Context: an optimization exercise on an open-source flow, tuned for small area. The choices shown serve that exercise and are no tape-out recipe.
The RTL was checked by simulation tests, not by an equivalence proof against the original design.

Setup of run A:
==> flow/design.v (excerpt) <==
module tue_apb_regs #(
  parameter int unsigned ADDR_W = 12,
  parameter int unsigned KEY_W  = 512
) (
  input  logic              clk,
  input  logic              rst_n,
  input  logic              psel,
  input  logic              penable,
  input  logic              pwrite,
  input  logic [ADDR_W-1:0] paddr,
  input  logic [31:0]       pwdata,
  output logic [31:0]       prdata,
  output logic              pready,
  output logic              pslverr,
  output logic              req_valid,
  input  logic              req_ready,
  output tue_pkg::tue_req_t req,
  input  logic              tue_done,
  input  logic              tue_err
);
  localparam int unsigned WORD_W = ADDR_W - 2;
  localparam int unsigned W_CMD    = 0;
  localparam int unsigned W_TID    = 1;
  localparam int unsigned W_STAGE  = 2;
  localparam int unsigned W_FIRST  = 4;
  localparam int unsigned W_LAST   = 39;
  localparam int unsigned W_STATUS = 40;
  ...
Size in the first run: ~3100 cells after synthesis, about 1200 flip-flops, about 1300 I/O pins, ~0.040 mm2 of cells after synthesis.
==> flow/config.mk <==
export PLATFORM = sky130hd
export DESIGN_NAME = tue_apb_regs
export DESIGN_NICKNAME = tue_apb_regs
export VERILOG_FILES = /design/flow/design.v
export SDC_FILE = /design/flow/constraint.sdc
export NUM_CORES = 4
export LEC_CHECK = 0
export ABC_CLOCK_PERIOD_IN_PS = 5000
export CAP_MARGIN = 20
export CORE_MARGIN = 2
export CORE_UTILIZATION = 50
export SETUP_SLACK_MARGIN = 0.2
export SLEW_MARGIN = 20
export SYNTH_HIERARCHICAL = 1
export SYNTH_MINIMUM_KEEP_SIZE = 0
==> flow/constraint.sdc <==
create_clock -name core_clock -period 10.0 [get_ports {clk}]
set_input_delay 2.0000 -clock core_clock [delete_from_list [all_inputs] [get_ports {clk}]]
set_output_delay 2.0000 -clock core_clock [all_outputs]
set_load 0.01 [all_outputs]
standard.sh (not shown) runs the stock make flow with config.mk's settings and CLKGATE_MAP_FILE= SYNTH_SCRIPT=/design/flow/synth_recipe.tcl, a recipe that flattens the netlist after the stock synthesis.
==> flow/flow/run.sh <==
#!/bin/bash
# Standard ORFS layout, with these changes:
# - ports are buffered with the smallest buffer (buf_1) instead of ORFS's default choice;
# - pins may sit on adjacent routing tracks, so the die need not grow to fit the 1262 ports;
# - CTS inserts no dummy loads and builds the tree from clkbuf_4/clkbuf_8, up to 14 flip-flops per leaf buffer.
set -euo pipefail
export BUFFER_PORTS_ARGS="-buffer_cell sky130_fd_sc_hd__buf_1"
export PLACE_PINS_ARGS="-min_distance 1 -min_distance_in_tracks"
export CTS_ARGS="-sink_clustering_enable -repair_clock_nets -dont_use_dummy_load -sink_clustering_size 14 -sink_clustering_max_diameter 60 -buf_list {sky130_fd_sc_hd__clkbuf_4 sky130_fd_sc_hd__clkbuf_8}"
bash standard.sh > standard_flow.log 2>&1
Changes in run B relative to run A:
Settings: CORE_UTILIZATION: 50 -> 55.
==> flow/run.sh (new file) <==
#!/bin/bash
# synth_recipe.tcl (not shown) runs the flow's synth.tcl, then flattens the netlist and writes it again
# the make line also repeats each setting of config.mk as NAME=value (left out here)
make -C /OpenROAD-flow-scripts/flow DESIGN_CONFIG=/design/flow/config.mk WORK_HOME=/design/flow/orfs CLKGATE_MAP_FILE= SYNTH_SCRIPT=/design/flow/synth_recipe.tcl finish
removed: flow/flow/run.sh
removed: flow/standard.sh
Notes after the runs:
Compared with run A, total number of placement rows in run B decreased by a few percent.
| overall die height | higher: run A |
Post-synthesis mux area share across run B and run A: no real change.
Between run B and run A, the difference in complex-gate fraction of the synthesized area is negligible.
Post-synthesis sequential area ratio: run A vs run B, no meaningful difference
Looking at initial core utilization, run B sits above run A.
Compared with run A, in run B chip width decreased about 4.6%; distinct cell type count of the synthesized netlist essentially unchanged.
Status: run B FAILED at I/O pin placement (tool error)
The following lists how run C was set up differently from run B:
Settings: CORE_UTILIZATION: 55 -> 50.
==> flow/flow/run.sh (new file) <==
#!/bin/bash
# Standard ORFS layout, with these changes:
# - ports are buffered with the smallest buffer (buf_1) instead of ORFS's default choice;
# - pins may sit on adjacent routing tracks, so the die need not grow to fit the 1262 ports;
# - CTS inserts no dummy loads and builds the tree from clkbuf_4/clkbuf_8.
set -euo pipefail
export BUFFER_PORTS_ARGS="-buffer_cell sky130_fd_sc_hd__buf_1"
export PLACE_PINS_ARGS="-min_distance 1 -min_distance_in_tracks"
export CTS_ARGS="-sink_clustering_enable -repair_clock_nets -dont_use_dummy_load -buf_list {sky130_fd_sc_hd__clkbuf_4 sky130_fd_sc_hd__clkbuf_8}"
bash standard.sh > standard_flow.log 2>&1
==> flow/standard.sh (new file) <==
#!/bin/bash
# synth_recipe.tcl (not shown) runs the flow's synth.tcl, then flattens the netlist and writes it again
# the make line also repeats each setting of config.mk as NAME=value (left out here)
make -C /OpenROAD-flow-scripts/flow DESIGN_CONFIG=/design/flow/config.mk WORK_HOME=/design/flow/orfs CLKGATE_MAP_FILE= SYNTH_SCRIPT=/design/flow/synth_recipe.tcl "${@:-finish}"
removed: flow/run.sh
Results
Summary across run C and run B: the single failing run is run B. [compare] base=run B new=run C: number of distinct library cells after synthesis closely matched the old numbers; total nets after synthesis did not really move; share of synthesized flip-flops with an asynchronous set or reset flat. Compared with run B, in run C total of flip-flops plus latches after synthesis was more or less identical; compound-cell area share of the yosys netlist was more or less identical. When run C is set beside run B, its floorplan row count turns out to be 5 larger. Re synthesized cell area: no difference whatsoever between run C and run B. As far as synthesized cell count goes, run C and run B are indistinguishable; the numbers are identical. Relative to run B, x dimension of the die increased by 4.8% in run C. Vertical extent of the die (lower): run B. The run showing the greater effective utilization at floorplan is run B.
Inputs modified between run C and run D:
Settings: swapping 50 for 60 in CORE_UTILIZATION.
==> flow/flow/run.sh <==
#!/bin/bash
# Standard ORFS layout, with three changes:
# - ports are buffered with the smallest buffer (buf_1) instead of ORFS's default choice;
# - pins may sit on adjacent routing tracks, so the die need not grow to fit the 1262 ports;
# - CTS inserts no dummy loads.
set -euo pipefail
export BUFFER_PORTS_ARGS="-buffer_cell sky130_fd_sc_hd__buf_1"
export PLACE_PINS_ARGS="-min_distance 1 -min_distance_in_tracks"
export CTS_ARGS="-sink_clustering_enable -repair_clock_nets -dont_use_dummy_load"
bash standard.sh > standard_flow.log 2>&1
==> run notes <==
- What ended run D was a tool error in global routing; the run never finished.
- Comparing run C against run D, there is no change at all in portion of the post-synthesis area used by sequential elements.
- The run showing the smaller number of levels the H-tree was split into is run D.
- Run D and run C ended up with roughly the same cell count after synthesis.
- On net count after synthesis, run D tracks run C almost exactly.
- | starting utilization of the core area | higher: run D |
- From run C to run D the numbers moved as follows: chip width shrank by about 9%, final HPWL from detailed placement shrank by 5.3%.
- Going from run C to run D, number of rows created at floorplan -9, CTS buffer count now sits lower.

[separate check: timing with driven ports]
The results above use ideal ports. As a check the final layouts listed here were re-extracted and re-timed, cells and wires unchanged.
Step 1 (the two cells are an assumption about what drives the block):
set clk [get_ports {clk}]
set_driving_cell -lib_cell sky130_fd_sc_hd__clkbuf_16 $clk
set_driving_cell -lib_cell sky130_fd_sc_hd__buf_2 [delete_from_list [all_inputs] $clk]
Step 2, shift: input delay + t, output delay - t, t = (earliest + latest rising clock arrival at the registers) / 2. This alone moves slack from input paths to output paths.
Slacks: no drivers / after step 1 / after step 2; pairs: no drivers / after step 1.
run | shift t [ns] | setup slack, ns | hold slack, ns | clock arrival spread, ns
run A | 0.806 | 1.875 / 1.852 / 1.852 | 0.500 / 0.500 / 0.500 | 0.067 / 0.067
run C | 0.896 | 1.668 / 1.645 / 1.645 | 0.494 / 0.494 / 0.494 | 0.094 / 0.094
After both steps every run listed still meets setup and hold.
